Context: an optimization exercise on an open-source flow, tuned for small area, a short achievable clock period and few clock cycles per item. The choices shown serve that exercise and are no tape-out recipe.
Only simulation tests tie the RTL to the original design; equivalence was not proved.

## job 5538
// accel_tilt_angle_detector
module accel_tilt_angle_detector (
    input  logic        i_clk,
    input  logic        i_rst_n,
    input  logic        i_s_axis_tvalid,
    output logic        o_s_axis_tready,
    input  logic [31:0] i_s_axis_tdata,
    output logic        o_m_axis_tvalid,
    input  logic        i_m_axis_tready,
    output logic [23:0] o_m_axis_tdata,
    input  logic        i_cfg_we,
    input  logic [1:0]  i_cfg_addr,
    input  logic [9:0]  i_cfg_wdata
);
    logic [9:0] r_xoff, r_yoff, r_zoff;
    logic [6:0] r_limit;
    always_ff @(posedge i_clk) begin
        if (!i_rst_n) begin
            r_xoff  <= 10'd502;
            r_yoff  <= 10'd497;
            r_zoff  <= 10'd512;
            r_limit <= 7'd30;
        end else if (i_cfg_we) begin
            case (i_cfg_addr)
                2'd0: r_xoff  <= i_cfg_wdata;
                2'd1: r_yoff  <= i_cfg_wdata;
                2'd2: r_zoff  <= i_cfg_wdata;
                default: r_limit <= i_cfg_wdata[6:0];
            endcase
        end
    end
    logic w_acc;
    assign w_acc = i_s_axis_tvalid && o_s_axis_tready;
  ...
Size in the first run: about 3700 flip-flops, ~75 I/O pins, about 0.17 mm2 of cells after synthesis.
Settings: LEC_CHECK=0, ABC_AREA=1, CAP_MARGIN=20, CORE_MARGIN=2, CORE_UTILIZATION=40, CTS_CLUSTER_DIAMETER=100, CTS_CLUSTER_SIZE=25, SLEW_MARGIN=20; clock period 10.0 ns.
run.sh (not shown) runs the stock make flow with config.mk's settings and CLKGATE_MAP_FILE= SYNTH_SCRIPT=/design/flow/synth_recipe.tcl, a recipe that flattens the netlist after the stock synthesis.
Job 5538: full flow OK, the timing, design-rule and antenna checks passed
Testbench counts of job 5538, summed over its fixed seeds: cycles 3,496, items 3,200.
Modified inputs, job 8079 compared to job 5538
# job 5538
export LEC_CHECK = 0
export ABC_AREA = 1
export CAP_MARGIN = 20
export CORE_MARGIN = 2
export CORE_UTILIZATION = 40
export CTS_CLUSTER_DIAMETER = 100
export CTS_CLUSTER_SIZE = 25
export SLEW_MARGIN = 20
create_clock -name core_clock -period 10.0 [get_ports {i_clk}]
# job 8079
export LEC_CHECK = 0
export ABC_AREA = 1
export CAP_MARGIN = 20
export CORE_MARGIN = 2
export CORE_UTILIZATION = 55
export CTS_CLUSTER_DIAMETER = 100
export CTS_CLUSTER_SIZE = 25
export PLACE_DENSITY = 0.68
export SLEW_MARGIN = 70
create_clock -name core_clock -period 10.0 [get_ports {i_clk}]
Findings:
- Job 8079 and job 5538 all finish clean.
- Of job 8079 and job 5538, job 5538 shows the lower final design utilization, with job 8079 above it.
- The wire length of the first global-routing pass of job 8079 is lower than that of job 5538.
- Compared with job 5538, in job 8079 final cell area excluding filler cells lower, final critical-path required period went down, complex-gate fraction of the synthesized area ~0 delta, standard cell area after detailed placement down about 0.55%.
- Cmp job 8079 and job 5538 / global routing met1 resource utilization / higher: job 8079
- Job 5538 ended up with dfxtp_2 as its highest-delay cell along the critical path; job 8079 ended up with clkdlybuf4s50_1.
--- input diff job 8079..job 1550 ---
# job 8079
export LEC_CHECK = 0
export ABC_AREA = 1
export CAP_MARGIN = 20
export CORE_MARGIN = 2
export CORE_UTILIZATION = 55
export CTS_CLUSTER_DIAMETER = 100
export CTS_CLUSTER_SIZE = 25
export PLACE_DENSITY = 0.68
export SLEW_MARGIN = 70
create_clock -name core_clock -period 10.0 [get_ports {i_clk}]
# job 1550
export LEC_CHECK = 0
export ABC_AREA = 1
export CAP_MARGIN = 20
export CORE_MARGIN = 2
export CORE_UTILIZATION = 55
export CTS_CLUSTER_DIAMETER = 100
export CTS_CLUSTER_SIZE = 25
export PLACE_DENSITY = 0.68
export SLEW_MARGIN = 20
create_clock -name core_clock -period 10.0 [get_ports {i_clk}]
Findings:
Job 1550 completed every stage of the flow, and the final layout passed the timing, design-rule and antenna checks.
On post-detailed-placement half-perimeter wirelength, job 8079 loses to job 1550.
Between job 8079 and job 1550, the difference in global-route usage is negligible.
Detailed-route wire length: job 8079 vs job 1550 — no meaningful difference
Job 8079 → job 1550: depth of the worst register-to-register path saw an increase, later-pin clock latency in the skew report closely matched the old numbers.
In the tables for job 8079 and job 1550, worst setup slack reads lower with job 1550.
What job 6860 does differently from job 1550 at the input level:
# job 1550
export LEC_CHECK = 0
export ABC_AREA = 1
export CAP_MARGIN = 20
export CORE_MARGIN = 2
export CORE_UTILIZATION = 55
export CTS_CLUSTER_DIAMETER = 100
export CTS_CLUSTER_SIZE = 25
export PLACE_DENSITY = 0.68
export SLEW_MARGIN = 20
create_clock -name core_clock -period 10.0 [get_ports {i_clk}]
# job 6860
export LEC_CHECK = 0
export ABC_AREA = 1
export CAP_MARGIN = 20
export CORE_MARGIN = 2
export CORE_UTILIZATION = 40
export CTS_CLUSTER_DIAMETER = 100
export CTS_CLUSTER_SIZE = 25
export SLEW_MARGIN = 85
create_clock -name core_clock -period 10.0 [get_ports {i_clk}]
[summary]
- Taking job 1550 as the reference point, the number of buffers outside the clock class in the layout of job 6860 rises by 699.
- Job 6860 has area overhead of the layout relative to synthesis above what job 1550 had.
- Die area: job 6860 worse than job 1550

[static timing again, ports no longer ideal]
Ports are ideal in the flow. The routed layouts listed here were re-timed in OpenROAD.
Step 1 sets driving cells, clkbuf_16 on the clock port and buf_2 on the other inputs (assumed; they add their load-dependent delay and slew).
Step 2 times the ports against the registers' clock, not the clock port: input delays grow and output delays shrink by t, the midpoint of the rising clock arrivals with the driver on.
a / b / c = ideal ports / drivers / drivers and shift; a / b = the first two.
run | t (ns) | slack for setup (ns) | worst setup path at the end | latest minus earliest clock arrival (ns) | cell pins on the clock port's net
job 5538 | 1.017 | 5.698 / 5.698 / 5.111 | input to register | 0.081 / 0.082 | 1
job 8079 | 0.982 | 6.134 / 6.035 / 5.487 | input to register | 0.084 / 0.084 | 1
job 1550 | 0.972 | 5.774 / 5.774 / 5.061 | input to register | 0.096 / 0.096 | 1
job 6860 | 1.034 | 0.575 / 0.575 / 0.575 | register to register | 0.085 / 0.085 | 1
After both steps every run listed still meets setup and hold. The setup slack of job 1550, which loses most, moves by 0.000 ns with the drivers and by -0.713 ns with both steps.
